Background: an optimization exercise with open tools, aiming at small area and a short achievable clock period. Do not read the settings as production practice. Where RTL was checked, it was by simulation tests only, not by an equivalence proof against the original. For runs 1 to 3 and 5, only the layout was checked, not whether the RTL still works. Power figures rest on the tool's default switching activity, not on a simulated workload.

==> flow/design.v <==
`timescale 1ns/1ps
package rs_pkg;
  localparam int N_ENT     = 8;
  localparam int ENT_SEL   = 3;
  localparam int TAG_W     = 6;    
  localparam int DATA_W    = 32;
  localparam int SPECTAG_W = 5;
  localparam int AGE_W     = 6;    
  localparam int DLY_W     = 3;    
  localparam int OP_W      = 4;
  typedef enum logic [OP_W-1:0] {
    ALU_ADD  = 4'd0,
    ALU_SUB  = 4'd1,
    ALU_AND  = 4'd2,
    ALU_OR   = 4'd3,
    ALU_XOR  = 4'd4,
    ALU_SLL  = 4'd5,
    ALU_SRL  = 4'd6,
    ALU_SRA  = 4'd7,
    ALU_SLT  = 4'd8,
    ALU_SLTU = 4'd9
  } alu_op_e;
  typedef struct packed {
    logic [TAG_W-1:0]     src_a;
    logic [TAG_W-1:0]     src_b;
    logic [DATA_W-1:0]    imm;
    logic [TAG_W-1:0]     dest;
    logic                 dest_valid;
    alu_op_e              alu_op;
    logic [SPECTAG_W-1:0] spectag;
    logic [AGE_W-1:0]     age;
    logic [DLY_W-1:0]     delay;     
  } rs_payload_t;
  localparam int PL_W = 2*TAG_W + DATA_W + TAG_W + 1 + OP_W + SPECTAG_W + AGE_W + DLY_W;   
  localparam int OFS_DLY  = 0;
  localparam int OFS_AGE  = OFS_DLY + DLY_W;
  localparam int OFS_STAG = OFS_AGE + AGE_W;
  localparam int OFS_OP   = OFS_STAG + SPECTAG_W;
  localparam int OFS_DV   = OFS_OP + OP_W;
  localparam int OFS_DEST = OFS_DV + 1;
  localparam int OFS_IMM  = OFS_DEST + TAG_W;
  localparam int OFS_SRCB = OFS_IMM + DATA_W;
  localparam int OFS_SRCA = OFS_SRCB + TAG_W;
endpackage
`timescale 1ns/1ps
import rs_pkg::*;
module rs_alloc (
  input  logic             disp_valid,
  input  logic [N_ENT-1:0] busy,
  output logic [N_ENT-1:0] we             
);
  always_comb
  begin
    for (int i = 0; i < N_ENT; i++)
    begin
      we[i] = disp_valid && !busy[i];
      for (int k = 0; k < i; k++)
        we[i] = we[i] && busy[k];
    end
  end
endmodule
`timescale 1ns/1ps
import rs_pkg::*;
module rs_entry (
  input  logic                 clk,
  input  logic                 rst,
  input  logic                 we,
  input  rs_pkg::rs_payload_t  wr_payload,
  input  logic                 wr_rdy_a,
  input  logic                 wr_rdy_b,
  input  logic                 wr_specbit,
  input  logic                 grant,
  output logic                 ready,
  output logic                 busy,
  output logic                 busy_nx,     
  output rs_pkg::rs_payload_t  payload,
  output logic                 specbit_o,
  input  logic                 wk_valid,    
  input  logic                 wk_fast,     
  input  logic [TAG_W-1:0]     wk_tag,
  input  logic [DLY_W-1:0]     wk_load,     
  input  logic                 br_valid,
  input  logic                 br_success,
  input  logic [SPECTAG_W-1:0] br_tag
);
  localparam logic [DLY_W-1:0] WAIT = '1;
  rs_pkg::rs_payload_t pl;
  logic             specbit;
  logic [DLY_W-1:0] cnt [2];
  logic [TAG_W-1:0] src_tag [2];
  logic [TAG_W-1:0] new_tag [2];
  logic [1:0]       new_rdy;
  logic [1:0]       eq;
  logic [1:0]       new_hit;
  logic [1:0]       src_rdy;
  logic             br_match;
  logic             kill;
  logic             disp_br_match;
  logic             disp_kill;
  always_comb
  begin
    src_tag[0] = pl.src_a;
    src_tag[1] = pl.src_b;
    new_tag[0] = wr_payload.src_a;
    new_tag[1] = wr_payload.src_b;
    new_rdy    = {wr_rdy_b, wr_rdy_a};
    for (int s = 0; s < 2; s++)
    begin
      eq[s]      = (wk_tag == src_tag[s]);
      new_hit[s] = wk_valid && (wk_tag == new_tag[s]);
      src_rdy[s] = (cnt[s] == WAIT) ? (wk_fast && eq[s]) : (cnt[s] == '0);
    end
  end
  assign br_match      = br_valid && (br_tag == pl.spectag);
  assign kill          = br_match && !br_success && specbit;
  assign disp_br_match = br_valid && (br_tag == wr_payload.spectag);
  assign disp_kill     = disp_br_match && !br_success && wr_specbit;
  assign busy_nx = we ? !disp_kill : (busy && !kill);
  always_ff @(posedge clk)
  begin
    if (!rst)
      busy <= 1'b0;
    else
      busy <= busy_nx && !grant;
  end
  always_ff @(posedge clk)
  begin
    if (!busy)
    begin
      pl      <= wr_payload;
      specbit <= wr_specbit && !disp_br_match;
      for (int s = 0; s < 2; s++)
        cnt[s] <= new_rdy[s] ? '0 : new_hit[s] ? wk_load : WAIT;
    end
    else
    begin
      if (br_match && br_success)
        specbit <= 1'b0;
      for (int s = 0; s < 2; s++)
      begin
        if (cnt[s] == WAIT)
        begin
          if (wk_valid && eq[s])
            cnt[s] <= wk_load;
        end
        else if (cnt[s] != '0)
          cnt[s] <= cnt[s] - 1'b1;
      end
    end
  end
  assign ready     = busy && src_rdy[0] && src_rdy[1];
  assign payload   = pl;
  assign specbit_o = specbit;
endmodule
`timescale 1ns/1ps
import rs_pkg::*;
module rs_issue_select (
  input  logic                  clk,
  input  logic [N_ENT-1:0]      busy,
  input  logic [AGE_W-1:0]      wr_age,
  input  logic [N_ENT*AGE_W-1:0] ages,       
  input  logic [N_ENT-1:0]      ready,
  output logic [N_ENT-1:0]      grant,
  output logic                  any
);
  logic             older [N_ENT][N_ENT];
  logic [N_ENT-1:0] below;   
  logic [AGE_W:0]   cmp_a, cmp_b;
  logic             cmp_eq;
  logic [N_ENT-1:0] c;       
  always_comb
  begin
    for (int k = 0; k < N_ENT; k++)
    begin
      below[k] = 1'b1;
      for (int m = 0; m <= k; m++)
        below[k] = below[k] && busy[m];
      cmp_a  = {ages[k*AGE_W +: AGE_W], 1'b0};
      cmp_b  = {wr_age, below[k]};
      c[k]   = 1'b0;
      cmp_eq = 1'b1;
      for (int n = AGE_W; n >= 0; n--)
      begin
        c[k]   = c[k] || (cmp_eq && !cmp_a[n] && cmp_b[n]);
        cmp_eq = cmp_eq && (cmp_a[n] == cmp_b[n]);
      end
    end
  end
  always_ff @(posedge clk)
  begin
    for (int i = 0; i < N_ENT; i++)
      for (int j = i + 1; j < N_ENT; j++)
        if (!busy[j])
          older[i][j] <= c[i];         
        else if (!busy[i])
          older[i][j] <= !c[j];        
  end
  always_comb
  begin
    for (int j = 0; j < N_ENT; j++)
    begin
      grant[j] = ready[j];
      for (int i = 0; i < N_ENT; i++)
        if (i < j)
          grant[j] = grant[j] && !(ready[i] && older[i][j]);
        else if (i > j)
          grant[j] = grant[j] && !(ready[i] && !older[j][i]);
    end
  end
  assign any = |ready;
endmodule
`timescale 1ns/1ps
import rs_pkg::*;
module rs_alu (
  input  logic                 clk,
  input  logic                 rst,
  input  logic                 disp_valid,
  input  logic [TAG_W-1:0]     disp_src_a,
  input  logic [TAG_W-1:0]     disp_src_b,
  input  logic [TAG_W-1:0]     disp_dest,
  input  logic                 disp_rdy_a,
  input  logic                 disp_rdy_b,
  input  logic [DATA_W-1:0]    disp_imm,
  input  logic                 disp_dest_valid,
  input  logic [OP_W-1:0]      disp_alu_op,
  input  logic [SPECTAG_W-1:0] disp_spectag,
  input  logic                 disp_specbit,
  input  logic [AGE_W-1:0]     disp_age,
  input  logic [DLY_W-1:0]     disp_delay,
  input  logic                 br_valid,
  input  logic                 br_success,
  input  logic [SPECTAG_W-1:0] br_tag,
  output logic                 full,
  output logic                 issue_valid,
  output logic [TAG_W-1:0]     issue_src_a,
  output logic [TAG_W-1:0]     issue_src_b,
  output logic [TAG_W-1:0]     issue_dest,
  output logic [DATA_W-1:0]    issue_imm,
  output logic                 issue_dest_valid,
  output logic [OP_W-1:0]      issue_alu_op,
  output logic [SPECTAG_W-1:0] issue_spectag,
  output logic                 issue_specbit
);
  rs_pkg::rs_payload_t       disp_payload;
  logic [N_ENT*PL_W-1:0]     payloads;
  logic [N_ENT-1:0]          we;
  logic [N_ENT-1:0]          ready;
  logic [N_ENT-1:0]          busy;
  logic [N_ENT-1:0]          busy_nx;
  logic [N_ENT-1:0]          specbits;
  logic [N_ENT-1:0]          grant;
  logic                      any;
  logic [N_ENT*AGE_W-1:0]    ages;
  logic [TAG_W-1:0]          iss_dest;
  logic                      iss_dv;
  logic [DLY_W-1:0]          iss_dly;
  logic                      wk_valid;    
  logic                      wk_fast;     
  logic [DLY_W-1:0]          wk_load;
  always_comb
  begin
    disp_payload.src_a      = disp_src_a;
    disp_payload.src_b      = disp_src_b;
    disp_payload.imm        = disp_imm;
    disp_payload.dest       = disp_dest;
    disp_payload.dest_valid = disp_dest_valid;
    disp_payload.alu_op     = rs_pkg::alu_op_e'(disp_alu_op);
    disp_payload.spectag    = disp_spectag;
    disp_payload.age        = disp_age;
    disp_payload.delay      = disp_delay;
  end
  rs_alloc u_alloc (
    .disp_valid (disp_valid),
    .busy       (busy),
    .we         (we)
  );
  assign wk_load  = (iss_dly == '0) ? '0 : iss_dly - 1'b1;
  genvar g;
  generate
    for (g = 0; g < N_ENT; g++)
    begin : g_ent
      rs_entry u_ent (
        .clk        (clk),
        .rst        (rst),
        .we         (we[g]),
        .wr_payload (disp_payload),
        .wr_rdy_a   (disp_rdy_a),
        .wr_rdy_b   (disp_rdy_b),
        .wr_specbit (disp_specbit),
        .grant      (grant[g]),
        .ready      (ready[g]),
        .busy       (busy[g]),
        .busy_nx    (busy_nx[g]),
        .payload    (payloads[g*PL_W +: PL_W]),
        .specbit_o  (specbits[g]),
        .wk_valid   (wk_valid),
        .wk_tag     (iss_dest),
        .wk_fast    (wk_fast),
        .wk_load    (wk_load),
        .br_valid   (br_valid),
        .br_success (br_success),
        .br_tag     (br_tag)
      );
    end
  endgenerate
  always_comb
  begin
    for (int i = 0; i < N_ENT; i++)
    begin
      ages[i*AGE_W +: AGE_W] = payloads[i*PL_W+OFS_AGE +: AGE_W];
    end
  end
  rs_issue_select u_sel (
    .clk    (clk),
    .busy   (busy),
    .wr_age (disp_age),
    .ages   (ages),
    .ready  (ready),
    .grant  (grant),
    .any    (any)
  );
  always_ff @(posedge clk)
  begin
    if (!rst)
    begin
      issue_valid <= 1'b0;
      full        <= 1'b0;
    end
    else
    begin
      issue_valid <= any;
      full        <= !any && (&busy_nx);
    end
  end
  logic [PL_W-1:0]  p;
  logic             sb;
  logic             gv;
  logic             gf;
  always_comb
  begin
    p  = '0;
    sb = 1'b0;
    gv = 1'b0;
    gf = 1'b0;
    for (int i = 0; i < N_ENT; i++)
    begin
      p  = p  | ({PL_W{grant[i]}} & payloads[i*PL_W +: PL_W]);
      sb = sb | (grant[i] & specbits[i]);
      gv = gv | (grant[i] & payloads[i*PL_W+OFS_DV]);
      gf = gf | (grant[i] & payloads[i*PL_W+OFS_DV] & (payloads[i*PL_W+OFS_DLY +: DLY_W] == '0));
    end
  end
  always_ff @(posedge clk)
  begin
    issue_src_a   <= p[OFS_SRCA +: TAG_W];
    issue_src_b   <= p[OFS_SRCB +: TAG_W];
    issue_imm     <= p[OFS_IMM +: DATA_W];
    issue_alu_op  <= p[OFS_OP +: OP_W];
    issue_spectag <= p[OFS_STAG +: SPECTAG_W];
    iss_dest      <= p[OFS_DEST +: TAG_W];
    iss_dv        <= p[OFS_DV];
    iss_dly       <= p[OFS_DLY +: DLY_W];
    issue_specbit <= sb;
    wk_valid      <= rst && gv;
    wk_fast       <= rst && gf;
  end
  assign issue_dest       = iss_dest;
  assign issue_dest_valid = iss_dv;
endmodule
==> flow/flow/run.sh <==
#!/bin/bash
# Standard layout, with plain buffers on the ports and sizing not tied to cell footprints.
set -euo pipefail
bash standard.sh BUFFER_PORTS_ARGS="-buffer_cell sky130_fd_sc_hd__buf_2" MATCH_CELL_FOOTPRINT=0 finish > flow_make.log 2>&1
==> flow/standard.sh <==
#!/bin/bash
# synth_recipe.tcl (not shown) runs the flow's synth.tcl, then flattens the netlist and writes it again
# the make line also repeats each setting of config.mk as NAME=value (left out here)
make -C /OpenROAD-flow-scripts/flow DESIGN_CONFIG=/design/flow/config.mk WORK_HOME=/design/flow/orfs CLKGATE_MAP_FILE= SYNTH_SCRIPT=/design/flow/synth_recipe.tcl "${@:-finish}"
==> flow/config.mk <==
export PLATFORM = sky130hd
export DESIGN_NAME = rs_alu
export DESIGN_NICKNAME = rs_alu
export VERILOG_FILES = /design/flow/design.v
export SDC_FILE = /design/flow/constraint.sdc
export NUM_CORES = 4
export LEC_CHECK = 0
export CAP_MARGIN = 20
export CORE_MARGIN = 2
export CORE_UTILIZATION = 60
export CTS_BUF_LIST = sky130_fd_sc_hd__clkbuf_16
export CTS_CLUSTER_DIAMETER = 100
export CTS_CLUSTER_SIZE = 20
export SETUP_SLACK_MARGIN = 5.0
export SLEW_MARGIN = 20
export TNS_END_PERCENT = 0
==> flow/constraint.sdc <==
create_clock -name core_clock -period 7.5 [get_ports {clk}]
set_input_delay 1.5000 -clock core_clock [delete_from_list [all_inputs] [get_ports {clk}]]
set_output_delay 1.5000 -clock core_clock [all_outputs]
set_load 0.01 [all_outputs]
==> reports/metrics.yaml, run 1 <==
p_leak_nw: 13.1
clkTransAtPathRegs_ns: 0.08
hpwl_mm: 55.2
maxCapViolCount: 0
core-area_um2: 51000
wl_per_cell_um: 30.0
routabilityCongestion: 0.984
cp_cell_sequence: "xnor2_1 > nand4_1 > o21ai_4 > and2_1 > a2111oi_4 > bufbuf_16 > and2_1 > buf_12 > a22o_1 > or3_1"
grt_max_degree: 66
ys_types: 72
cp_data_required_time_ns: 7.99
ys_seq_area_share_pct: 67.0
end_kind: "register"
grt_setup_unrepaired: "yes"
port_buffers: 144
cts_tree: "built"
crit_top_cell: "and2_1"
cts_made_buffers: 41
ctsHoldBuffers: 0
drc: 0
status: "no timing/DRC/antenna violations"
via_count: 20900
worstSetupPathType: "reg -> reg"
grt_pass1_wl_mm: 135
p_switching_mw: 1.67
grt_pass1_vias: 20200
slew_violations: 0
dieHeight_um: 230
syn_area_um2: 30800
chipWidth_um: 230
design_power_total_mw: 7.40
route.antenna.remaining_nets: 0
yosys_warnings: 8
internal-power_mw: 5.73
placed_area_um2: 32100
critPathLaunchType: "register"
crit_path_top_delay_cell: "xnor2_1"
postSynthAreaPerCell_um2: 13.5
p_comb_share_pct: 6.1
worstReg2RegStart: "g_ent[0].u_ent.pl[67]"
hold_viol: 0
fin_area_um2: 34500
worstMarginPinSlew_ns: 1.08
synth-seq-cells: 712
yosys_most_used_dff: "edfxtp_1"
track_usage_pct: 34.7
min_period_over_period_pct: 44.6
start_util_pct: 60.4
clk_latency_ns: 0.61
cp.arrival_ns: 3.83
clock_sinks: 712
htree_num_levels: 2
layout.nets: 2588
cts_max_path_buffers: 3
p_clk_share_pct: 30.5
whs_ns: 0.470
fillers: 3705
slew_headroom_pct: 27.8
hp-start: "g_ent[7].u_ent.pl[50]"
cp_slowest_stage_delay_ns: 0.52
setup_tns_ns: 0
clock.fmax_mhz: 299
layout-drive-gt1-share_pct: 16.6
path_max_fanout: 29
synth_edf_count: 636
vias_per_cell: 6.63
cts_root_buf: "clkbuf_16"
antenna_found_initial: 7
path_buf_inv: 2
rows: 83
pwr-share-seq_pct: 63.4
critPathLaunch: "g_ent[0].u_ent.pl[67]"
hold_class: "reg -> reg"
setup_viol: 0
drt-initial-drc-count: 2616
peakVddDrop_v: 0.000220
async_flop_share_pct: 0
synthCells: 2284
layout_min_cycle_time_ns: 3.35
cp_top_family: "simple AND/OR/NAND/NOR gates"
routed_wirelength_mm: 94.7
syn-num-nets: 2424
finClkSkew_ns: 0.0362
dieArea_um2: 53100
syn2layout_area_growth_pct: 12.1
power_density_nw_per_um2: 215
overflow: 0
p_sw_share_pct: 22.6
io_pins: 145
dr.pass1.iters: 6
[power groups by stage]
stage / combinational (mW) / clock [mW] / sequential, mW
6_report: 0.453 / 2.26 / 4.69
3_5_place_dp: 0.416 / 0 / 4.78
5_1_grt: 0.494 / 2.40 / 4.72
3_3_place_gp: 0.405 / 0 / 4.77
4_1_cts: 0.434 / 2.27 / 4.69
2_1_floorplan: 0.257 / 0 / 4.73
[through the flow]
step	util, %	setup WS (ns)	std cells
4_1_cts	66.7	4.22	3130
3_5_place_dp	62.9	2.54	3023
3_3_place_gp	62.9	2.57	3023
2_1_floorplan	-	3.85	2284
6_report	67.7	4.15	3159
5_1_grt	67.6	4.18	3158
[synthesized netlist by cell type (8+ instances only)]
library cell,number,area (um2)
and2_1,11,68.8
nor3_1,28,140
dfxtp_1,76,1520
nand2_1,133,499
nand3b_1,36,270
a21boi_0,14,105
xor2_1,79,692
a21oi_1,42,210
ha_1,58,726
a31oi_1,14,87.6
nor2_1,73,274
o211ai_1,18,135
inv_1,74,278
nor4_1,13,81.3
buf_4,9,67.6
nand4b_1,8,70.1
clkbuf_1,59,221
a2111oi_2,10,150
mux2i_1,28,280
nor2b_1,16,100
and3_1,61,382
o31ai_1,8,60.1
buf_6,18,203
a22oi_1,125,938
xnor2_1,76,666
edfxtp_1,636,19100
buf_2,38,190
o21ai_0,77,385
nand3_1,237,1190
maj3_1,20,200
nand4_1,71,444
[cells by family (layout without fill, tap and decap cells)]
kind of cell | after synthesis | in the layout | synth area share [%]
other cells | 0 | 4 | 0
compound gates | 374 | 374 | 8.90
buf+inv | 210 | 395 | 3.27
xor+xnor | 155 | 155 | 4.41
simple gates | 721 | 727 | 12.3
fa+ha+maj | 84 | 84 | 3.23
mux | 28 | 28 | 0.911
flops | 712 | 712 | 67.0
[worst reg2reg max path: cells and delay by family, from the launching register on]
family	cells	cell delay, ns
AO/OA/AOI/OAI	3	0.66
XOR/XNOR	1	0.52
buffers and inverters	2	0.53
flip-flops	1	0.42
AND/OR/NAND/NOR	4	1.10
[state kept, by name (all words and copies together) (netlist names), 3 cells and up]
name / flops
iss_dest: 6
issue_src_a: 6
g_ent.u_ent.pl: 552
u_sel.older: 28
issue_src_b: 6
iss_dly: 3
g_ent.u_ent.cnt: 48
g_ent.u_ent.specbit: 8
g_ent.u_ent.busy: 8
issue_imm: 32
issue_spectag: 5
issue_alu_op: 4
[final timing paths]
check | slack (ns) | cells after the start | end
setup / recovery | 4.15 | 10 | iss_dly[1]
hold / removal | 0.47 | 2 | issue_imm[25]
setup reg to reg | 4.15 | 10 | iss_dly[1]
hold reg to reg | 0.47 | 2 | issue_imm[25]
[metal layers]
layer	GRT usage [%]	wire length (um)	share of wire, %	up-vias
li1	-	-	-	9005
met1	47.8	36900	39	10400
met2	54.5	43500	46	1247
met3	5.81	9300	9.8	252
met4	15.9	4970	5.3	4
met5	0	27	0.029	-
[cells in the final DEF, fill, tap and decap left out, types with 18 or more instances in the layout]
master,n
xor2_1,77
edfxtp_1,636
inv_1,93
o211ai_1,18
mux2i_1,28
nor3_1,18
nand4_1,71
xnor2_1,73
clkbuf_16,44
dfxtp_1,64
a21oi_1,41
and3_1,61
a22oi_1,125
buf_2,143
nand2_1,131
nor2_1,72
buf_4,66
o21ai_0,66
nand3b_1,36
ha_1,58
nand3_1,236
[repair_timing]
| action | in CTS | in global routing |
|---|---|---|
| setup endpoints to repair | 346 | 352 |
| endpoints found under the hold margin | 0 | 0 |
| pin swaps | 15 | 22 |
| buffers inserted | 30 | 19 |
| gates resized for setup | 122 | 54 |
| cloned | 7 | 6 |
[cell type report]
cell class | instances | area, um2 | share of cell area [%]
flip-flops and latches | 712 | 20700 | 59.9
multi-input cells | 1368 | 9640 | 27.9
repair buffers | 247 | 1880 | 5.44
clock buffers | 41 | 1030 | 2.97
well taps | 680 | 851 | 2.47
inverters | 78 | 314 | 0.910
clock inverters | 29 | 124 | 0.359
diodes | 4 | 10.0 | 0.0290
==> run 2: changes to the inputs <==
--- a/flow/design.v
+++ b/flow/design.v
@@ -83,14 +83,16 @@
   input  logic                 br_success,
   input  logic [SPECTAG_W-1:0] br_tag
 );
-  localparam logic [DLY_W-1:0] WAIT = '1;
   rs_pkg::rs_payload_t pl;
   logic             specbit;
-  logic [DLY_W-1:0] cnt [2];
+  logic [1:0]       wt;              
+  logic [DLY_W-1:0] ecnt;
+  logic [DLY_W-1:0] ecnt_dec;
   logic [TAG_W-1:0] src_tag [2];
   logic [TAG_W-1:0] new_tag [2];
   logic [1:0]       new_rdy;
   logic [1:0]       eq;
+  logic [1:0]       hit;
   logic [1:0]       new_hit;
   logic [1:0]       src_rdy;
   logic             br_match;
@@ -107,10 +109,12 @@
     for (int s = 0; s < 2; s++)
     begin
       eq[s]      = (wk_tag == src_tag[s]);
+      hit[s]     = wt[s] && wk_valid && eq[s];
       new_hit[s] = wk_valid && (wk_tag == new_tag[s]);
-      src_rdy[s] = (cnt[s] == WAIT) ? (wk_fast && eq[s]) : (cnt[s] == '0);
+      src_rdy[s] = !wt[s] || (wk_fast && eq[s]);
     end
   end
+  assign ecnt_dec = (ecnt == '0) ? '0 : ecnt - 1'b1;
   assign br_match      = br_valid && (br_tag == pl.spectag);
   assign kill          = br_match && !br_success && specbit;
   assign disp_br_match = br_valid && (br_tag == wr_payload.spectag);
@@ -129,26 +133,21 @@
     begin
       pl      <= wr_payload;
       specbit <= wr_specbit && !disp_br_match;
-      for (int s = 0; s < 2; s++)
-        cnt[s] <= new_rdy[s] ? '0 : new_hit[s] ? wk_load : WAIT;
+      wt      <= ~new_rdy & ~new_hit;
+      ecnt    <= |(~new_rdy & new_hit) ? wk_load : '0;
     end
     else
     begin
       if (br_match && br_success)
         specbit <= 1'b0;
-      for (int s = 0; s < 2; s++)
-      begin
-        if (cnt[s] == WAIT)
-        begin
-          if (wk_valid && eq[s])
-            cnt[s] <= wk_load;
-        end
-        else if (cnt[s] != '0)
-          cnt[s] <= cnt[s] - 1'b1;
-      end
+      wt <= wt & ~hit;
+      if (|hit && wk_load > ecnt_dec)
+        ecnt <= wk_load;
+      else
+        ecnt <= ecnt_dec;
     end
   end
-  assign ready     = busy && src_rdy[0] && src_rdy[1];
+  assign ready     = busy && (ecnt == '0) && src_rdy[0] && src_rdy[1];
   assign payload   = pl;
   assign specbit_o = specbit;
 endmodule
@@ -332,6 +331,8 @@
       full        <= !any && (&busy_nx);
     end
   end
+  logic [N_ENT-1:0] iss_sel;       
+  logic [N_ENT-1:0] iss_sel_imm;   
   logic [PL_W-1:0]  p;
   logic             sb;
   logic             gv;
@@ -352,11 +353,10 @@
   end
   always_ff @(posedge clk)
   begin
+    iss_sel       <= grant;
     issue_src_a   <= p[OFS_SRCA +: TAG_W];
     issue_src_b   <= p[OFS_SRCB +: TAG_W];
-    issue_imm     <= p[OFS_IMM +: DATA_W];
-    issue_alu_op  <= p[OFS_OP +: OP_W];
-    issue_spectag <= p[OFS_STAG +: SPECTAG_W];
+    iss_sel_imm   <= rst ? grant : '0;
     iss_dest      <= p[OFS_DEST +: TAG_W];
     iss_dv        <= p[OFS_DV];
     iss_dly       <= p[OFS_DLY +: DLY_W];
@@ -364,6 +364,18 @@
     wk_valid      <= rst && gv;
     wk_fast       <= rst && gf;
   end
+  always_comb
+  begin
+    issue_imm     = '0;
+    issue_alu_op  = '0;
+    issue_spectag = '0;
+    for (int i = 0; i < N_ENT; i++)
+    begin
+      issue_imm     = issue_imm     | ({DATA_W{iss_sel_imm[i]}} & payloads[i*PL_W+OFS_IMM +: DATA_W]);
+      issue_alu_op  = issue_alu_op  | ({OP_W{iss_sel[i]}}      & payloads[i*PL_W+OFS_OP +: OP_W]);
+      issue_spectag = issue_spectag | ({SPECTAG_W{iss_sel[i]}} & payloads[i*PL_W+OFS_STAG +: SPECTAG_W]);
+    end
+  end
   assign issue_dest       = iss_dest;
   assign issue_dest_valid = iss_dv;
 endmodule
==> run 2 against run 1 <==
Critical path depth down 1. Die area decreased by 9.0%. Still clean. Power is 4.6% lower. Non-clock buffer count down 53. Routed wire length is 23% lower. Clock skew fell by 0.021 ns. Via count fell by 16%. Worst setup slack lost 0.0062 ns. Sequential power fell by 4.9%. Sequential share of layout area is 3.4 points higher. Highest routed layer unchanged. Largest cell class unchanged.
==> reports/metrics.yaml, run 2 <==
status: "no timing/DRC/antenna violations"
synth.area.top_cells: "edfxtp_1 (63%), dfxtp_1 (6.5%), a22oi_1 (5.7%)"
routed_wirelength_mm: 72.5
worstMarginPinSlew_ns: 1.05
clock_sinks: 679
seqCellArea_um2: 19500
grt_setup_unrepaired: "yes"
layout.nets: 2217
track_usage_pct: 30.1
power_density_nw_per_um2: 229
hold_class: "reg -> reg"
ys_seq_area_share_pct: 69.6
clk_latency_ns: 0.58
io_pins: 145
synthCells: 1949
core-area_um2: 46300
synth_top_cell_area_share_pct: 63.1
port_buffers: 144
path_max_fanout: 8
setup_viol: 0
grt_pass1_vias: 17200
regMostFlops: "g_ent.u_ent.pl"
hpwl_mm: 44.2
clock.fmax_mhz: 298
ys_top_cells_by_count: "edfxtp_1 (588), a22oi_1 (211), nand2_1 (118)"
multiInputGateArea_um2: 7960
layout-drive-gt1-share_pct: 14.1
grt_pass1_wl_mm: 107
hp-start: "g_ent[3].u_ent.pl[24]"
cts_made_buffers: 39
slew_headroom_pct: 30.2
overflow: 0
maxCapViolCount: 0
dr.pass1.iters: 6
peakVddDrop_v: 0.000272
p_leak_nw: 11.1
yosysMostFrequentCell: "edfxtp_1"
via_count: 17600
chipWidth_um: 220
routabilityCongestion: 0.924
cts_max_path_buffers: 3
largest_reg_flops: 552
drc: 0
vias_per_cell: 6.44
synth-seq-cells: 679
worstSetupPathType: "in -> reg"
dieHeight_um: 220
top_regs: "g_ent.u_ent.pl: 552 flops, u_sel.older: 28 flops, g_ent.u_ent.ecnt: 24 flops"
hold_viol: 0
rows: 79
ctsHoldBuffers: 0
finClkSkew_ns: 0.0151
start_util_pct: 60.5
postSynthAreaPerCell_um2: 14.4
ys_types: 75
yosys_warnings: 7
fillers: 3377
syn-num-nets: 2079
htree_num_levels: 2
cp.arrival_ns: 3.67
async_flop_share_pct: 0
clkTransAtPathRegs_ns: 0.08
dieArea_um2: 48400
yosys.area.top_type: "edfxtp_1"
antenna_found_initial: 9
min_period_over_period_pct: 44.7
synth_edf_count: 588
critPathLaunchType: "input port"
syn_area_um2: 28000
drt-initial-drc-count: 1903
route.antenna.remaining_nets: 0
design_power_total_mw: 7.06
worstReg2RegStart: "iss_dest[1]"
cts_root_buf: "clkbuf_16"
setup_tns_ns: 0
grt_max_degree: 57
cp_data_required_time_ns: 7.81
end_kind: "register"
slew_violations: 0
layout_common_cells: "edfxtp_1 (588), a22oi_1 (211), buf_2 (143)"
final_common_cell: "edfxtp_1"
wl_per_cell_um: 26.6
critPathLaunch: "disp_age[0]"
syn2layout_area_growth_pct: 10.2
layout_min_cycle_time_ns: 3.35
cts_tree: "built"
yosys_most_used_dff: "edfxtp_1"
## run 2: worst paths after layout
path	to	slack, ns	depth (start not counted)
max	u_sel.older[14]	4.15	9
min	iss_dest[5]	0.47	2
max reg2reg	wk_fast	4.18	11
min reg2reg	iss_dest[5]	0.47	2
## run 2: timing repair
item	4_1_cts	5_1_grt
pin swaps	7	6
setup buffers	1	10
gates resized for setup	40	18
gates cloned	0	1
endpoints found under the setup margin	178	182
## run 2: cell type report
type / count / share of cell area [%]
diodes: 4 / 0.0325
clock buffers: 41 / 3.33
clock inverters: 30 / 0.365
inverters: 63 / 0.849
multi-input cells: 1110 / 25.8
flip-flops and latches: 679 / 63.3
well taps: 607 / 2.46
repair buffers: 194 / 3.85
## run 2: where the power goes
| group | internal [mW] | switching (mW) | total, mW | leakage [nW] |
|---|---|---|---|---|
| sequential | 4.34 | 0.121 | 4.46 | 6.93 |
| combinational | 0.157 | 0.272 | 0.429 | 3.50 |
| clock | 0.993 | 1.18 | 2.17 | 0.665 |
## run 2: logic make-up after synthesis
group	synth area share [%]
flops	69.6
simple gates	7.41
compound gates	12.2
fa+ha+maj	3.18
buf+inv	2.43
xor+xnor	4.79
mux	0.362
## run 2: per-layer routing
metal	wire length [um]	GRT usage [%]	part of all wire [%]	vias up
li1	-	-	-	7855
met1	29600	41.6	41	8749
met2	34900	48.8	48	797
met3	5670	5.24	7.8	145
met4	2300	10.0	3.2	10
met5	70	0	0.097	-
## run 2: per-stage QoR
stage / cell area, um2 / hold slack, ns / instances / util, % / worst slack (ns)
6_report: 30800 / 0.468 / 2728 / 66.6 / 4.15
5_1_grt: 30800 / 0.506 / 2727 / 66.6 / 4.08
4_1_cts: 30600 / 0.466 / 2713 / 66.2 / 4.15
3_5_place_dp: 29400 / 0.458 / 2641 / 63.5 / 3.39
3_3_place_gp: 29400 / 0.459 / 2641 / 63.5 / 3.44
2_1_floorplan: 28000 / 0.442 / 1949 / - / 3.83
## run 2: critical path: stages
cell and delay, ns:
buf_8 0.08, clkinvlp_4 0.17, maj3_2 0.34, maj3_2 0.30
maj3_2 0.31, maj3_2 0.32, maj3_2 0.35, o21ai_4 0.21
o21ai_1 0.09
==> run 3: changes to the inputs <==
--- a/flow/design.v
+++ b/flow/design.v
@@ -354,8 +354,6 @@
   always_ff @(posedge clk)
   begin
     iss_sel       <= grant;
-    issue_src_a   <= p[OFS_SRCA +: TAG_W];
-    issue_src_b   <= p[OFS_SRCB +: TAG_W];
     iss_sel_imm   <= rst ? grant : '0;
     iss_dest      <= p[OFS_DEST +: TAG_W];
     iss_dv        <= p[OFS_DV];
@@ -366,11 +364,15 @@
   end
   always_comb
   begin
+    issue_src_a   = '0;
+    issue_src_b   = '0;
     issue_imm     = '0;
     issue_alu_op  = '0;
     issue_spectag = '0;
     for (int i = 0; i < N_ENT; i++)
     begin
+      issue_src_a   = issue_src_a   | ({TAG_W{iss_sel[i]}}     & payloads[i*PL_W+OFS_SRCA +: TAG_W]);
+      issue_src_b   = issue_src_b   | ({TAG_W{iss_sel[i]}}     & payloads[i*PL_W+OFS_SRCB +: TAG_W]);
       issue_imm     = issue_imm     | ({DATA_W{iss_sel_imm[i]}} & payloads[i*PL_W+OFS_IMM +: DATA_W]);
       issue_alu_op  = issue_alu_op  | ({OP_W{iss_sel[i]}}      & payloads[i*PL_W+OFS_OP +: OP_W]);
       issue_spectag = issue_spectag | ({SPECTAG_W{iss_sel[i]}} & payloads[i*PL_W+OFS_STAG +: SPECTAG_W]);
==> run 3 against run 2 <==
Cell area is 0.93% higher. Sequential share of layout area decreased by 1.3 points. Synthesized area up 0.59%.
==> reports/metrics.yaml, run 3 <==
status: "no timing/DRC/antenna violations"
ys_top_cells_by_count: "edfxtp_1 (588), a22oi_1 (255), nand2_1 (101)"
yosys_warnings: 7
seqCellArea_um2: 19300
cp_cell_sequence: "buf_12 > a22oi_2 > nand4_1 > buf_2"
fillers: 3329
multiInputGateArea_um2: 8190
min_period_over_period_pct: 44.0
rows: 79
syn-num-nets: 2121
hold_class: "reg -> reg"
largest_reg_flops: 552
antenna_found_initial: 10
setup_viol: 0
track_usage_pct: 31.7
crit_cells: 4
cts_tree: "built"
p_comb_share_pct: 6.7
chipWidth_um: 221
critPathLaunch: "iss_sel[0]"
postSynthAreaPerCell_um2: 14.1
reg2reg_to: "g_ent[0].u_ent.ecnt[2]"
start_util_pct: 60.6
vias_per_cell: 6.54
design_power_total_mw: 7.04
r2r_cells: 7
cp_top_family: "buffers and inverters"
whs_ns: 0.480
clkTransAtPathRegs_ns: 0.08
layout_min_cycle_time_ns: 3.30
io_pins: 145
core-area_um2: 46500
syn2layout_area_growth_pct: 10.5
ys_seq_area_share_pct: 68.4
htree_num_levels: 2
dr.pass1.iters: 6
async_flop_share_pct: 0
synth-seq-cells: 667
slew_headroom_pct: 30.5
end_kind: "output port"
grt_pass1_vias: 17800
overflow: 0
maxCapViolCount: 0
synthCells: 1991
grt_pass1_wl_mm: 112
slew_violations: 0
cp_slowest_stage_delay_ns: 0.39
route.antenna.remaining_nets: 0
ys_types: 84
clk_latency_ns: 0.59
synth.area.top_cells: "edfxtp_1 (63%), a22oi_1 (6.8%), dfxtp_1 (5.6%)"
grt_max_degree: 56
internal-power_mw: 5.43
p_leak_nw: 11.3
finClkSkew_ns: 0.0155
cp_data_required_time_ns: 6.00
peakVddDrop_v: 0.000244
routed_wirelength_mm: 76.6
synth_top_cell_area_share_pct: 62.8
final_common_cell: "edfxtp_1"
worstMarginPinSlew_ns: 1.04
worstSetupPathType: "reg -> out"
setup_tns_ns: 0
cts_root_buf: "clkbuf_16"
yosysMostFrequentCell: "edfxtp_1"
yosys.area.top_type: "edfxtp_1"
layout.nets: 2256
reg2reg_slack_ns: 4.21
cts_max_path_buffers: 3
path_buf_inv: 2
dieArea_um2: 48600
cts_made_buffers: 39
layout-drive-gt1-share_pct: 15.1
clock_sinks: 667
regMostFlops: "g_ent.u_ent.pl"
hpwl_mm: 46.9
drt-initial-drc-count: 2049
drc: 0
crit_path_top_delay_cell: "dfxtp_4"
p_switching_mw: 1.62
worstSetupEndpoint: "issue_src_b[3]"
synth_edf_count: 588
clock.fmax_mhz: 303
dieHeight_um: 221
cp.arrival_ns: 1.80
routabilityCongestion: 0.934
worstReg2RegStart: "wk_valid"
wl_per_cell_um: 27.6
layout_common_cells: "edfxtp_1 (588), a22oi_1 (247), buf_2 (144)"
yosys_most_used_dff: "edfxtp_1"
top_regs: "g_ent.u_ent.pl: 552 flops, u_sel.older: 28 flops, g_ent.u_ent.ecnt: 24 flops"
p_clk_share_pct: 30.7
dpl.cell_count: 2680
final_cell_count_no_fill: 2774
power_density_nw_per_um2: 226
critPathLaunchType: "register"
p_sw_share_pct: 23.0
grt_setup_unrepaired: "yes"
syn_area_um2: 28100
hold_viol: 0
path_max_fanout: 6
via_count: 18100
pwr-share-seq_pct: 62.7
port_buffers: 144
run 3: cell types whose count changed after synthesis, sizes merged, moves of 14 or more:
| cell | previous run | this run |
|---|---|---|
| a221oi | 24 | 2 |
| o22ai | 10 | 25 |
| nand3 | 68 | 54 |
| a22o | 31 | 6 |
| nor2 | 73 | 56 |
| xnor2 | 115 | 76 |
| nor3 | 9 | 35 |
| a22oi | 211 | 255 |
| inv | 56 | 84 |
| xor2 | 38 | 80 |
| nand2 | 119 | 105 |
run 3: cell families after synthesis:
group | count (synthesis) | share of synthesized area (%)
and+or+nand+nor | 421 | 8.07
buffers and inverters | 190 | 2.94
DFF | 667 | 68.4
muxes | 12 | 0.462
AOI/OAI and AO/OA | 481 | 12.5
adders and majority gates | 64 | 2.71
xor gates and xnor gates | 156 | 4.91
run 3: power by group through the flow:
| stage | clock, mW | sequential (mW) | combinational [mW] |
|---|---|---|---|
| floorplan | 0 | 4.44 | 0.280 |
| global route | 2.32 | 4.43 | 0.504 |
| detailed placement | 0 | 4.49 | 0.452 |
| CTS | 2.19 | 4.41 | 0.462 |
| finish | 2.16 | 4.41 | 0.470 |
| global placement | 0 | 4.48 | 0.445 |
run 3: how the worst min path moves through the flow:
stage / from / to / cells after the start
6_report: g_ent[3].u_ent.pl[24] / iss_dest[5] / 2
5_1_grt: g_ent[1].u_ent.wt[0] / g_ent[1].u_ent.wt[0] / 2
4_1_cts: g_ent[3].u_ent.pl[24] / iss_dest[5] / 2
3_5_place_dp: g_ent[3].u_ent.pl[22] / iss_dest[3] / 2
3_3_place_gp: g_ent[3].u_ent.pl[24] / iss_dest[5] / 2
2_1_floorplan: g_ent[2].u_ent.pl[19] / iss_dest[0] / 2
run 3: what timing repair did:
action	4_1_cts	5_1_grt
hold buffers	0	0
hold endpoints to repair	0	0
buffers inserted	6	0
gates resized for setup	58	20
gates cloned	4	2
pin swaps	9	3
endpoints found under the setup margin	170	173
run 3: final cells by class:
class                      count  area share [%]
sequential                   667            61.9
multi-input combinational   1134            26.3
timing repair buffer         195            4.34
clock buffer                  40            3.22
tap                          607            2.44
inverter                      89            1.19
clock inverter                32           0.475
antenna                       10          0.0805
run 3: metrics by stage:
stage	cell area [um2]	util, %	worst slack [ns]
floorplan	28200	-	4.32
global placement	29500	63.4	3.47
detailed placement	29500	63.4	3.46
CTS	30900	66.6	4.27
global route	31100	66.9	4.13
finish	31100	67.0	4.20
run 3: worst reg2reg max path, cell delays in order (launching register included):
cell	delay, ns
dfxtp_1	0.74
clkinv_1	0.55
nor4b_1	0.78
a22oi_1	0.30
a311o_1	0.41
mux2_2	0.29
nand2_1	0.06
o21ai_1	0.06
run 3: routing by layer:
layer  global-route usage (%)  wire [um]  vias up
met5                        0         27        -
met4                     13.5       3170        4
met3                     5.86       6310      181
met2                     51.1      36300      868
met1                     42.6      30700     9077
li1                         -          -     8000
==> run 4: changes to the inputs <==
--- a/flow/design.v
+++ b/flow/design.v
@@ -331,8 +331,7 @@
       full        <= !any && (&busy_nx);
     end
   end
-  logic [N_ENT-1:0] iss_sel;       
-  logic [N_ENT-1:0] iss_sel_imm;   
+  logic [N_ENT-1:0] iss_sel;
   logic [PL_W-1:0]  p;
   logic             sb;
   logic             gv;
@@ -354,7 +353,6 @@
   always_ff @(posedge clk)
   begin
     iss_sel       <= grant;
-    iss_sel_imm   <= rst ? grant : '0;
     iss_dest      <= p[OFS_DEST +: TAG_W];
     iss_dv        <= p[OFS_DV];
     iss_dly       <= p[OFS_DLY +: DLY_W];
@@ -373,7 +371,7 @@
     begin
       issue_src_a   = issue_src_a   | ({TAG_W{iss_sel[i]}}     & payloads[i*PL_W+OFS_SRCA +: TAG_W]);
       issue_src_b   = issue_src_b   | ({TAG_W{iss_sel[i]}}     & payloads[i*PL_W+OFS_SRCB +: TAG_W]);
-      issue_imm     = issue_imm     | ({DATA_W{iss_sel_imm[i]}} & payloads[i*PL_W+OFS_IMM +: DATA_W]);
+      issue_imm     = issue_imm     | ({DATA_W{iss_sel[i]}}    & payloads[i*PL_W+OFS_IMM +: DATA_W]);
       issue_alu_op  = issue_alu_op  | ({OP_W{iss_sel[i]}}      & payloads[i*PL_W+OFS_OP +: OP_W]);
       issue_spectag = issue_spectag | ({SPECTAG_W{iss_sel[i]}} & payloads[i*PL_W+OFS_STAG +: SPECTAG_W]);
     end
==> run 4 against run 3 <==
Still clean. Clock-buffer cell count fell by 1. Worst setup slack got worse by 0.019 ns. Global-route usage rose by 2.0 points. Cell count shrank 2.1%. Via count down 0.60%. Non-clock buffer count up 13. Register-to-register slack improved by 0.06 ns. Clock power is 4% lower. Critical path type unchanged.
==> reports/metrics.yaml, run 4 <==
status: "no timing/DRC/antenna violations"
fillers: 3231
synth-seq-cells: 659
setup_viol: 0
yosys.area.top_type: "edfxtp_1"
critPathLaunch: "iss_sel[5]"
hpwl_mm: 44.9
crit_path_top_delay_cell: "dfxtp_4"
overflow: 0
final_common_cell: "edfxtp_1"
track_usage_pct: 33.7
hold_viol: 0
clk_latency_ns: 0.60
htree_num_levels: 2
regMostFlops: "g_ent.u_ent.pl"
cp_data_required_time_ns: 6.00
cp.arrival_ns: 1.82
cts_made_buffers: 38
chipWidth_um: 219
yosys_most_used_dff: "edfxtp_1"
slew_headroom_pct: 25.1
dpl.cell_count: 2635
ys_types: 71
worstReg2RegStart: "iss_dest[5]"
yosys_warnings: 7
dieHeight_um: 219
critPathLaunchType: "register"
p_leak_nw: 11.5
fin_area_um2: 31100
port_buffers: 144
cts_max_path_buffers: 3
synth.area.top_cells: "edfxtp_1 (64%), a22oi_1 (7.0%), dfxtp_1 (5.1%)"
min_period_over_period_pct: 44.3
syn2layout_area_growth_pct: 12.4
ctsHoldBuffers: 0
route.antenna.remaining_nets: 0
core-area_um2: 45500
async_flop_share_pct: 0
rows: 78
clkTransAtPathRegs_ns: 0.09
routed_wirelength_mm: 79.7
start_util_pct: 60.9
layout.nets: 2232
cp_cell_sequence: "buf_16 > a22oi_2 > nand4_1 > buf_2"
dieArea_um2: 47900
syn-num-nets: 2089
drt-initial-drc-count: 2089
cts_root_buf: "clkbuf_16"
synthCells: 1959
top_regs: "g_ent.u_ent.pl: 552 flops, u_sel.older: 28 flops, g_ent.u_ent.ecnt: 24 flops"
vias_per_cell: 6.64
syn_area_um2: 27700
yosysMostFrequentCell: "edfxtp_1"
synth_edf_count: 588
setup_tns_ns: 0
end_kind: "output port"
cp_slowest_stage_delay_ns: 0.41
layout-drive-gt1-share_pct: 16.2
cts_tree: "built"
finClkSkew_ns: 0.0236
worstSetupPathType: "reg -> out"
final_cell_count_no_fill: 2716
drc: 0
postSynthAreaPerCell_um2: 14.1
peakVddDrop_v: 0.000225
clock_sinks: 659
layout_min_cycle_time_ns: 3.32
maxCapViolCount: 0
ys_top_cells_by_count: "edfxtp_1 (588), a22oi_1 (258), xor2_1 (125)"
synth_top_cell_area_share_pct: 63.8
layout_setup_ws_ns: 4.18
routabilityCongestion: 0.966
via_count: 18000
hold_class: "reg -> reg"
grt_pass1_wl_mm: 117
placed_area_um2: 29000
detailedPlace.worstSlack_ns: 3.62
dr.pass1.iters: 5
fin_util_pct: 68.4
grt_setup_unrepaired: "yes"
clock.fmax_mhz: 301
antenna_found_initial: 5
whs_ns: 0.510
hp-start: "g_ent[5].u_ent.wt[1]"
layout_common_cells: "edfxtp_1 (588), a22oi_1 (247), buf_2 (143)"
power_density_nw_per_um2: 223
wl_per_cell_um: 29.3
ys_seq_area_share_pct: 68.9
worstMarginPinSlew_ns: 1.12
design_power_total_mw: 6.94
grt_max_degree: 61
largest_reg_flops: 552
io_pins: 145
path_max_fanout: 7
slew_violations: 0
grt_pass1_vias: 17700
==> run 4: power by group <==
part	leakage, nW	internal, mW	total, mW	switching [mW]
Sequential	6.77	4.24	4.36	0.121
Combinational	4.18	0.177	0.506	0.329
Clock	0.554	0.939	2.07	1.14
==> run 4: logic make-up (layout without fill, tap and decap cells) <==
kind of cell,Yosys count,after routing,share of synthesized area (%)
and+or+nand+nor,400,400,7.42
muxes,13,13,0.470
AOI/OAI and AO/OA,466,466,12.2
xor gates and xnor gates,155,155,4.90
adders and majority gates,75,75,3.17
other,0,1,0
buffers and inverters,191,347,2.87
DFF,659,659,68.9
==> run 4: worst paths after layout <==
kind         slack [ns]  cells after the start                    to
max                4.18                      4        issue_src_b[2]
min                0.51                      2  g_ent[5].u_ent.wt[1]
max reg2reg        4.27                      9                  full
min reg2reg        0.51                      2  g_ent[5].u_ent.wt[1]
==> run 4: final cells by class <==
type	count	area [um2]	share of cell area, %
sequential	659	19100	61.4
multi-input combinational	1109	8140	26.2
timing repair buffer	208	1710	5.50
clock buffer	39	976	3.14
tap	600	751	2.41
inverter	86	355	1.14
clock inverter	14	57.6	0.185
antenna	1	2.50	0.00805
==> run 4: metal layers <==
layer	wire length, um	global-route usage [%]	part of all wire (%)
met1	31800	46.3	40
met2	38500	55.2	48
met3	6410	5.11	8.0
met4	2930	12.2	3.7
met5	51	0	0.064
==> run 4: critical path, delay by kind of cell, from the launching register on <==
family,cells,cell delay [ns]
AOI/OAI and AO/OA,1,0.16
and+or+nand+nor,1,0.25
buffers and inverters,2,0.40
DFF,1,0.41
==> run 4: timing repair <==
item                                    CTS  global route
buffers inserted                          6             2
resized for setup                        75            25
pin swaps                                12             5
endpoints found under the setup margin  154           173
gates cloned                             19             0
==> run 5: changes to the inputs <==
--- a/flow/design.v
+++ b/flow/design.v
@@ -165,7 +165,8 @@
   logic             older [N_ENT][N_ENT];
   logic [N_ENT-1:0] below;   
   logic [AGE_W:0]   cmp_a, cmp_b;
-  logic             cmp_eq;
+  logic [AGE_W:0]   cmp_e;
+  logic             cmp_t;
   logic [N_ENT-1:0] c;       
   always_comb
   begin
@@ -174,14 +175,16 @@
       below[k] = 1'b1;
       for (int m = 0; m <= k; m++)
         below[k] = below[k] && busy[m];
-      cmp_a  = {ages[k*AGE_W +: AGE_W], 1'b0};
-      cmp_b  = {wr_age, below[k]};
-      c[k]   = 1'b0;
-      cmp_eq = 1'b1;
-      for (int n = AGE_W; n >= 0; n--)
+      cmp_a = {ages[k*AGE_W +: AGE_W], 1'b0};
+      cmp_b = {wr_age, below[k]};
+      cmp_e = ~(cmp_a ^ cmp_b);
+      c[k]  = 1'b0;
+      for (int n = 0; n <= AGE_W; n++)
       begin
-        c[k]   = c[k] || (cmp_eq && !cmp_a[n] && cmp_b[n]);
-        cmp_eq = cmp_eq && (cmp_a[n] == cmp_b[n]);
+        cmp_t = !cmp_a[n] && cmp_b[n];
+        for (int m = n + 1; m <= AGE_W; m++)
+          cmp_t = cmp_t && cmp_e[m];
+        c[k] = c[k] || cmp_t;
       end
     end
   end
==> run 5 against run 4 <==
Synthesized cell count up 3.5%. Sequential share of layout area is 0.52 points lower. Sequential cell count is the same. Largest power group unchanged. Via count up 1.1%. Utilization fell by 1.0 points. Highest routed layer unchanged. Clock power hardly changed. Combinational power is essentially flat. Largest cell class unchanged.
==> reports/metrics.yaml, run 5 <==
status: "no timing/DRC/antenna violations"
ys_types: 74
worstSetupPathType: "reg -> out"
cp_data_required_time_ns: 6.00
chipWidth_um: 221
setup_viol: 0
overflow: 0
htree_num_levels: 2
largest_reg_flops: 552
end_kind: "output port"
critPathLaunchType: "register"
dieHeight_um: 221
top_regs: "g_ent.u_ent.pl: 552 flops, u_sel.older: 28 flops, g_ent.u_ent.ecnt: 24 flops"
regMostFlops: "g_ent.u_ent.pl"
layout.nets: 2334
clock.fmax_mhz: 294
grt_setup_unrepaired: "yes"
postSynthAreaPerCell_um2: 14.0
ys_seq_area_share_pct: 67.3
via_count: 18200
dpl.cell_count: 2708
peakVddDrop_v: 0.000232
route.antenna.remaining_nets: 0
clkTransAtPathRegs_ns: 0.09
syn_area_um2: 28300
synth-seq-cells: 659
power_density_nw_per_um2: 222
clk_latency_ns: 0.61
drt-initial-drc-count: 2073
hold_viol: 0
io_pins: 145
layout_common_cells: "edfxtp_1 (588), a22oi_1 (241), buf_2 (144)"
synth_top_family_by_area: "compound AO/OA/AOI/OAI gates"
synth-xor-area-share_pct: 4.73
grt_pass1_vias: 18100
cts_made_buffers: 38
fin_util_pct: 67.4
layout-drive-gt1-share_pct: 14.5
ys_top_cells_by_count: "edfxtp_1 (588), a22oi_1 (249), inv_1 (126)"
placed_area_um2: 29600
antenna_found_initial: 8
start_util_pct: 60.9
crit_path_top_delay_cell: "dfxtp_4"
path_max_fanout: 5
p_leak_nw: 12.0
synthAdderAreaFrac_pct: 3.88
synthCells: 2028
setup_tns_ns: 0
cp_cell_sequence: "buf_16 > buf_12 > buf_4 > a22oi_2 > nand4_1 > buf_2"
core-area_um2: 46600
hold_class: "reg -> reg"
design_power_total_mw: 6.95
cp.arrival_ns: 1.90
cp_slowest_stage_delay_ns: 0.42
rows: 79
fin_area_um2: 31400
fillers: 3318
final_common_cell: "edfxtp_1"
min_period_over_period_pct: 45.3
clock_sinks: 659
yosys_most_used_dff: "edfxtp_1"
cts_max_path_buffers: 3
synth_compound_area_share_pct: 12.4
grt_max_degree: 60
syn-num-nets: 2198
synth_top_cell_area_share_pct: 62.3
dr.pass1.iters: 6
final_cell_count_no_fill: 2788
layout_min_cycle_time_ns: 3.40
yosys_warnings: 7
async_flop_share_pct: 0
cts_root_buf: "clkbuf_16"
vias_per_cell: 6.54
syn2layout_area_growth_pct: 10.7
synth.area.top_cells: "edfxtp_1 (62%), a22oi_1 (6.6%), dfxtp_1 (5.0%)"
slew_violations: 0
finClkSkew_ns: 0.0337
cp_top_family: "buffers and inverters"
yosys.area.top_type: "edfxtp_1"
slew_headroom_pct: 25.6
hpwl_mm: 44.8
routed_wirelength_mm: 79.1
worstMarginPinSlew_ns: 1.12
yosysMostFrequentCell: "edfxtp_1"
path_buf_inv: 4
routabilityCongestion: 0.970
port_buffers: 144
muxShareOfSynthArea_pct: 0.494
drc: 0
synth_edf_count: 588
track_usage_pct: 32.1
wl_per_cell_um: 28.4
maxCapViolCount: 0
yosys.area_share.simple_pct: 7.58
cts_tree: "built"
grt_pass1_wl_mm: 116
dieArea_um2: 49000
run 5: changes by cell type in the layout (fill, tap and decap cells not counted), sizes merged, moves of 8 or more:
cell,before,now
nor4,36,23
o31ai,10,2
ha,48,88
inv,93,139
a21o,10,38
a22oi,258,249
xnor2,30,53
a21boi,0,17
nand3,37,28
maj3,27,0
xor2,125,100
nor3,15,30
run 5: kinds of logic (layout without fill, tap and decap cells):
group / Yosys count / in the layout
AO/OA/AOI/OAI: 484 / 484
XOR/XNOR: 153 / 153
adder cells (fa/ha/maj): 88 / 88
buffers and inverters: 231 / 381
flip-flops: 659 / 659
multiplexers: 14 / 14
other: 0 / 3
AND/OR/NAND/NOR: 399 / 399
run 5: power breakdown:
part	total [mW]	leakage [nW]	internal, mW	switching, mW
clock	2.10	0.564	0.943	1.15
sequential	4.35	6.78	4.23	0.116
combinational	0.508	4.70	0.180	0.328
total	6.95	12.0	5.35	1.60
run 5: area by class of cell:
class | instances | area (um2) | area share, %
flip-flops and latches | 659 | 19100 | 60.9
multi-input cells | 1138 | 8370 | 26.7
repair buffers | 201 | 1580 | 5.04
clock buffers | 39 | 976 | 3.11
well taps | 607 | 759 | 2.42
inverters | 126 | 493 | 1.57
clock inverters | 15 | 81.3 | 0.259
diodes | 3 | 7.51 | 0.0239
run 5: metal layers:
metal / vias to the layer above / wire, um / track usage [%]
li1: 8057 / - / -
met1: 9116 / 31100 / 42.0
met4: 10 / 3080 / 13.4
met2: 847 / 37500 / 51.6
met3: 197 / 7320 / 7.86
met5: - / 68 / 0
run 5: worst paths after layout:
check	from	to	slack, ns	depth (start not counted)
min	g_ent[4].u_ent.pl[24]	iss_dest[5]	0.49	2
min reg2reg	g_ent[4].u_ent.pl[24]	iss_dest[5]	0.49	2
max	iss_sel[3]	issue_imm[17]	4.10	6
max reg2reg	iss_dest[4]	issue_specbit	4.24	10
run 5: stage by stage:
stage	worst slack, ns	hold WS (ns)
after floorplan	4.39	0.438
after global placement	3.48	0.463
after detailed placement	3.55	0.476
after CTS	4.17	0.495
after global routing	4.08	0.513
final	4.10	0.494
run 5: what timing repair did:
action,CTS,global route
hold buffers,0,0
buffers inserted,4,4
setup endpoints to repair,154,163
pin swaps,4,2
cloned,14,0
resized for setup,56,3
run 5: tightest hold or removal path, cell delays in order, from the launching register on:
cell and delay (ns):
edfxtp_1 0.32, a22oi_1 0.07, nand3_1 0.08
==> run 6: changes to the inputs <==
--- a/flow/design.v
+++ b/flow/design.v
@@ -334,7 +334,8 @@
       full        <= !any && (&busy_nx);
     end
   end
-  logic [N_ENT-1:0] iss_sel;
+  logic [N_ENT-1:0] iss_sel;       
+  logic [N_ENT-1:0] iss_sel_imm;   
   logic [PL_W-1:0]  p;
   logic             sb;
   logic             gv;
@@ -356,6 +357,7 @@
   always_ff @(posedge clk)
   begin
     iss_sel       <= grant;
+    iss_sel_imm   <= rst ? grant : '0;
     iss_dest      <= p[OFS_DEST +: TAG_W];
     iss_dv        <= p[OFS_DV];
     iss_dly       <= p[OFS_DLY +: DLY_W];
@@ -374,7 +376,7 @@
     begin
       issue_src_a   = issue_src_a   | ({TAG_W{iss_sel[i]}}     & payloads[i*PL_W+OFS_SRCA +: TAG_W]);
       issue_src_b   = issue_src_b   | ({TAG_W{iss_sel[i]}}     & payloads[i*PL_W+OFS_SRCB +: TAG_W]);
-      issue_imm     = issue_imm     | ({DATA_W{iss_sel[i]}}    & payloads[i*PL_W+OFS_IMM +: DATA_W]);
+      issue_imm     = issue_imm     | ({DATA_W{iss_sel_imm[i]}} & payloads[i*PL_W+OFS_IMM +: DATA_W]);
       issue_alu_op  = issue_alu_op  | ({OP_W{iss_sel[i]}}      & payloads[i*PL_W+OFS_OP +: OP_W]);
       issue_spectag = issue_spectag | ({SPECTAG_W{iss_sel[i]}} & payloads[i*PL_W+OFS_STAG +: SPECTAG_W]);
     end
--- a/flow/config.mk
+++ b/flow/config.mk
@@ -11,6 +11,6 @@
 export CTS_BUF_LIST = sky130_fd_sc_hd__clkbuf_16
 export CTS_CLUSTER_DIAMETER = 100
 export CTS_CLUSTER_SIZE = 20
-export SETUP_SLACK_MARGIN = 5.0
+export SETUP_SLACK_MARGIN = 4.4
 export SLEW_MARGIN = 20
 export TNS_END_PERCENT = 0
==> run 6 against run 5 <==
Still clean. Sequential power grew 1%. Synthesized cell count grew 0.69%. Global-route usage shrank 0.059 points. Largest cell class unchanged. Combinational power shrank 4.1%. Clock skew shrank 0.0080 ns. Synthesized area grew 0.29%. Non-clock buffer count shrank 11. Routed wire length shrank 0.72%. Clock-buffer cell count grew 1. Utilization shrank 0.073 points. Worst setup slack gained 0.16 ns.
==> reports/metrics.yaml, run 6 <==
status: "no timing/DRC/antenna violations"
cp_data_required_time_ns: 6.00
syn-num-nets: 2212
p_sw_share_pct: 22.9
yosys_warnings: 7
largest_reg_flops: 552
grt_setup_unrepaired: "yes"
postSynthAreaPerCell_um2: 13.9
wl_met1_mm: 30.8
grt_pass1_wl_mm: 117
cts_root_buf: "clkbuf_16"
grt_max_degree: 57
synth.area.top_cells: "edfxtp_1 (62%), a22oi_1 (6.5%), dfxtp_1 (5.6%)"
highest_layer: "met5"
cp.arrival_ns: 1.74
fillers: 3290
clock_sinks: 667
final_cell_count_no_fill: 2812
multiInputGateArea_um2: 8490
critPathLaunch: "iss_sel[5]"
cts_max_path_buffers: 3
maxCapViolCount: 0
seqCellArea_um2: 19300
worstSetupPathType: "reg -> out"
overflow: 0
dieArea_um2: 49100
port_buffers: 144
routabilityCongestion: 0.998
internal-power_mw: 5.42
crit_path_top_delay_cell: "dfxtp_1"
yosys_most_used_dff: "edfxtp_1"
p_comb_share_pct: 6.9
wl_met3_mm: 6.19
start_util_pct: 60.9
power_density_nw_per_um2: 224
grt_pass1_vias: 18300
syn_area_um2: 28400
ctsHoldBuffers: 0
drt-initial-drc-count: 2029
p_clk_share_pct: 30.5
layout_common_cells: "edfxtp_1 (588), a22oi_1 (233), buf_2 (143)"
async_flop_share_pct: 0
pwr-share-seq_pct: 62.5
wl_met2_mm: 37.9
via_count: 18400
cp_slowest_stage_delay_ns: 0.33
clk_latency_ns: 0.59
dr.pass1.iters: 17
regMostFlops: "g_ent.u_ent.pl"
top_regs: "g_ent.u_ent.pl: 552 flops, u_sel.older: 28 flops, g_ent.u_ent.ecnt: 24 flops"
ys_types: 66
cts_tree: "built"
dieHeight_um: 222
yosysMostFrequentCell: "edfxtp_1"
slew_violations: 0
clkTransAtPathRegs_ns: 0.09
peakVddDrop_v: 0.000237
io_pins: 145
htree_num_levels: 2
drc: 0
setup_tns_ns: 0
end_kind: "output port"
p_switching_mw: 1.61
yosys.area.top_type: "edfxtp_1"
hold_class: "reg -> reg"
path_max_fanout: 21
worstMarginPinSlew_ns: 1.07
dpl.cell_count: 2737
setup_viol: 0
core-area_um2: 46700
slew_headroom_pct: 28.8
wl_per_cell_um: 27.9
hpwl_mm: 49.4
syn2layout_area_growth_pct: 10.5
synthCells: 2042
ys_seq_area_share_pct: 67.7
placed_area_um2: 29800
finClkSkew_ns: 0.0258
vias_per_cell: 6.54
synth_edf_count: 588
routed_wirelength_mm: 78.5
p_leak_nw: 11.9
fin_area_um2: 31400
ys_top_cells_by_count: "edfxtp_1 (588), a22oi_1 (246), inv_1 (125)"
rows: 79
hold_viol: 0
cts_made_buffers: 39
hp-start: "g_ent[7].u_ent.pl[19]"
clock.fmax_mhz: 309
critPathLaunchType: "register"
synth-seq-cells: 667
antenna_found_initial: 3
synth_top_cell_area_share_pct: 62.1
min_period_over_period_pct: 43.2
route.antenna.remaining_nets: 0
layout.nets: 2349
final_common_cell: "edfxtp_1"
chipWidth_um: 222
fin_util_pct: 67.3
layout_min_cycle_time_ns: 3.24
layout-drive-gt1-share_pct: 14.4
worstReg2RegStart: "iss_dest[0]"
track_usage_pct: 32.0
cp_cell_sequence: "buf_8 > a22oi_1 > nand4_1 > buf_2"
[run 6: timing repair]
| item | 4_1_cts | 5_1_grt |
|---|---|---|
| endpoints found under the setup margin | 111 | 114 |
| buffers inserted | 3 | 3 |
| cloned | 2 | 0 |
| resized for setup | 66 | 30 |
| pin swaps | 8 | 6 |
[run 6: logic make-up after synthesis]
family / share of synthesized area [%]
xor gates and xnor gates: 4.71
DFF: 67.7
and+or+nand+nor: 7.75
AOI/OAI and AO/OA: 12.2
muxes: 0.497
adders and majority gates: 3.87
buffers and inverters: 3.30
[run 6: metrics by stage]
| stage | hold slack (ns) | setup WS (ns) | power [mW] |
|---|---|---|---|
| finish | 0.493 | 4.26 | 7.03 |
| global placement | 0.458 | 3.70 | 4.93 |
| CTS | 0.490 | 4.29 | 7.04 |
| global route | 0.505 | 4.22 | 7.26 |
| detailed placement | 0.477 | 3.58 | 4.95 |
| floorplan | 0.440 | 4.35 | 4.71 |
[run 6: final cells by class]
class,count,area share [%]
timing repair buffer,190,4.08
clock buffer,40,3.19
sequential,667,61.3
tap,607,2.42
multi-input combinational,1155,27.0
clock inverter,25,0.394
inverter,126,1.57
antenna,2,0.0159
[run 6: path summary, 6_finish.rpt]
check	end	slack, ns	depth (start not counted)
worst min register to register	iss_dest[0]	0.49	2
worst min-delay path	iss_dest[0]	0.49	2
worst max-delay path	issue_src_b[1]	4.26	4
worst max register to register	wk_valid	4.37	10
[run 6: worst max-delay path, delay by kind of cell, from the launching register on]
kind | cells | cell delay [ns]
buffers and inverters | 2 | 0.38
and+or+nand+nor | 1 | 0.22
AOI/OAI and AO/OA | 1 | 0.20
DFF | 1 | 0.33
[run 6: layer usage]
metal / global-route usage (%) / vias up
li1: - / 8115
met1: 43.0 / 9092
met2: 52.8 / 965
met3: 4.82 / 203
met4: 13.1 / 4
met5: 0 / -
[run 6: power groups by stage]
stage	Combinational (mW)	Clock, mW	Sequential, mW
3_3_place_gp	0.460	0	4.47
5_1_grt	0.529	2.31	4.42
2_1_floorplan	0.279	0	4.43
3_5_place_dp	0.470	0	4.48
6_report	0.487	2.15	4.40
4_1_cts	0.478	2.17	4.39
==> run 7: changes to the inputs <==
--- a/flow/config.mk
+++ b/flow/config.mk
@@ -11,6 +11,6 @@
 export CTS_BUF_LIST = sky130_fd_sc_hd__clkbuf_16
 export CTS_CLUSTER_DIAMETER = 100
 export CTS_CLUSTER_SIZE = 20
-export SETUP_SLACK_MARGIN = 4.4
+export SETUP_SLACK_MARGIN = 4.0
 export SLEW_MARGIN = 20
 export TNS_END_PERCENT = 0
==> run 7 against run 6 <==
Via count up 0.15%. Non-clock buffer count shrank 3. Utilization is 0.98 points lower. Clock skew grew 0.0079 ns. Synthesized cell count unchanged.
==> reports/metrics.yaml, run 7 <==
yosys_most_used_dff: "edfxtp_1"
hpwl_mm: 48.4
worstSetupPathType: "reg -> out"
rows: 79
synth-seq-cells: 667
peakVddDrop_v: 0.000238
postCtsSetupBuffers: 0
route.antenna.remaining_nets: 0
synth_top_cell_area_share_pct: 62.1
p_leak_nw: 11.8
reg2reg_to: "wk_valid"
routed_wirelength_mm: 76.9
synthCells: 2042
syn2layout_area_growth_pct: 8.86
min_period_over_period_pct: 46.8
cts_made_buffers: 39
worstReg2RegStart: "iss_dest[1]"
synth.area.top_cells: "edfxtp_1 (62%), a22oi_1 (6.5%), dfxtp_1 (5.6%)"
synth_compound_area_share_pct: 12.2
clkTransAtPathRegs_ns: 0.09
track_usage_pct: 31.4
synth_top_family_by_area: "compound AO/OA/AOI/OAI gates"
yosys.area_share.simple_pct: 7.75
crit_path_top_delay_cell: "dfxtp_1"
cts_tree: "built"
maxCapViolCount: 0
hold_viol: 0
hp-start: "g_ent[4].u_ent.pl[24]"
ys_types: 66
ys_seq_area_share_pct: 67.7
port_buffers: 144
largest_reg_flops: 552
layout_min_cycle_time_ns: 3.51
overflow: 0
internal-power_mw: 5.42
yosys.area.top_type: "edfxtp_1"
cp_cell_sequence: "buf_4 > a22oi_1 > nand4_1 > buf_2"
clock_sinks: 667
p_switching_mw: 1.61
drc: 0
cts_root_buf: "clkbuf_16"
synthAdderAreaFrac_pct: 3.87
postSynthAreaPerCell_um2: 13.9
dpl.cell_count: 2742
start_util_pct: 60.9
cp_slowest_stage_delay_ns: 0.60
reg2reg_slack_ns: 4.02
placed_area_um2: 29800
drt-initial-drc-count: 2018
r2r_cells: 8
fin_util_pct: 66.3
synth-xor-area-share_pct: 4.71
final_cell_count_no_fill: 2816
grt_pass1_vias: 18300
dr.pass1.iters: 17
end_kind: "output port"
htree_num_levels: 2
slew_headroom_pct: 32.2
hold_depth: 2
ctsHoldBuffers: 0
wl_per_cell_um: 27.3
io_pins: 145
clk_latency_ns: 0.59
finClkSkew_ns: 0.0337
fin_area_um2: 30900
pwr-share-seq_pct: 62.4
cp_data_required_time_ns: 6.00
antenna_found_initial: 3
hold_class: "reg -> reg"
layout_setup_ws_ns: 3.99
dieArea_um2: 49100
status: "no timing/DRC/antenna violations"
final_common_cell: "edfxtp_1"
yosysMostFrequentCell: "edfxtp_1"
vias_per_cell: 6.54
fillers: 3371
regMostFlops: "g_ent.u_ent.pl"
synth_edf_count: 588
grt_pass1_wl_mm: 115
slew_violations: 0
async_flop_share_pct: 0
muxShareOfSynthArea_pct: 0.497
syn_area_um2: 28400
cp.arrival_ns: 2.01
ys_top_cells_by_count: "edfxtp_1 (588), a22oi_1 (246), inv_1 (125)"
cts_max_path_buffers: 3
power_density_nw_per_um2: 227
chipWidth_um: 222
layout.nets: 2346
top_regs: "g_ent.u_ent.pl: 552 flops, u_sel.older: 28 flops, g_ent.u_ent.ecnt: 24 flops"
dieHeight_um: 222
yosys_warnings: 7
post_cts_resized: 3
routabilityCongestion: 0.961
syn-num-nets: 2212
p_sw_share_pct: 22.9
clock.fmax_mhz: 285
grt_setup_unrepaired: "yes"
via_count: 18400
setup_tns_ns: 0
layout-drive-gt1-share_pct: 12.6
detailedPlace.worstSlack_ns: 3.47
-- run 7: changes by cell type in the layout (fill, tap and decap cells not counted), sizes merged --
cell	change
clkbuf	-3
inv	+7
-- run 7: worst max path at each step --
stage / start / to
finish: iss_sel[7] / issue_src_b[1]
detailed placement: iss_dest[1] / wk_valid
CTS: iss_sel[7] / issue_src_a[1]
global placement: iss_dest[1] / wk_valid
global route: g_ent[4].u_ent.ecnt[0] / wk_valid
floorplan: disp_age[0] / u_sel.older[22]
-- run 7: cells by family after synthesis --
kind of cell | count (synthesis)
flip-flops | 667
AO/OA/AOI/OAI | 478
AND/OR/NAND/NOR | 422
buffers and inverters | 220
XOR/XNOR | 153
adder cells (fa/ha/maj) | 88
multiplexers | 14
-- run 7: layout make-up --
class | instances | area [um2] | share of cell area (%)
antenna | 2 | 5.00 | 0.0162
timing repair buffer | 187 | 1040 | 3.36
multi-input combinational | 1155 | 8260 | 26.7
tap | 607 | 759 | 2.45
sequential | 667 | 19200 | 62.2
clock inverter | 32 | 150 | 0.485
inverter | 126 | 493 | 1.59
clock buffer | 40 | 1000 | 3.23
-- run 7: stage by stage --
step / hold slack (ns) / total power, mW
after CTS: 0.478 / 7.05
final: 0.484 / 7.03
after global placement: 0.454 / 4.93
after detailed placement: 0.459 / 4.94
after global routing: 0.507 / 7.25
after floorplan: 0.440 / 4.71
-- run 7: critical path, delay by kind of cell (launching register included) --
kind | cells | cell delay, ns
DFF | 1 | 0.60
buffers and inverters | 2 | 0.55
and+or+nand+nor | 1 | 0.17
AOI/OAI and AO/OA | 1 | 0.11
-- run 7: power groups by stage --
stage	combinational (mW)	clock (mW)	sequential, mW
2_1_floorplan	0.278	0	4.43
3_5_place_dp	0.472	0	4.47
4_1_cts	0.475	2.19	4.38
5_1_grt	0.522	2.32	4.41
6_report	0.480	2.16	4.39
3_3_place_gp	0.464	0	4.46
-- run 7: per-layer routing --
layer  vias up  wire (um)  global-route usage (%)  part of all wire, %
li1       8109          -                       -                    -
met1      9234      31200                    42.9                   41
met2       898      36800                    51.7                   48
met3       164       6090                    4.76                  7.9
met4         2       2870                    11.8                  3.7
met5         -         13                       0                0.017
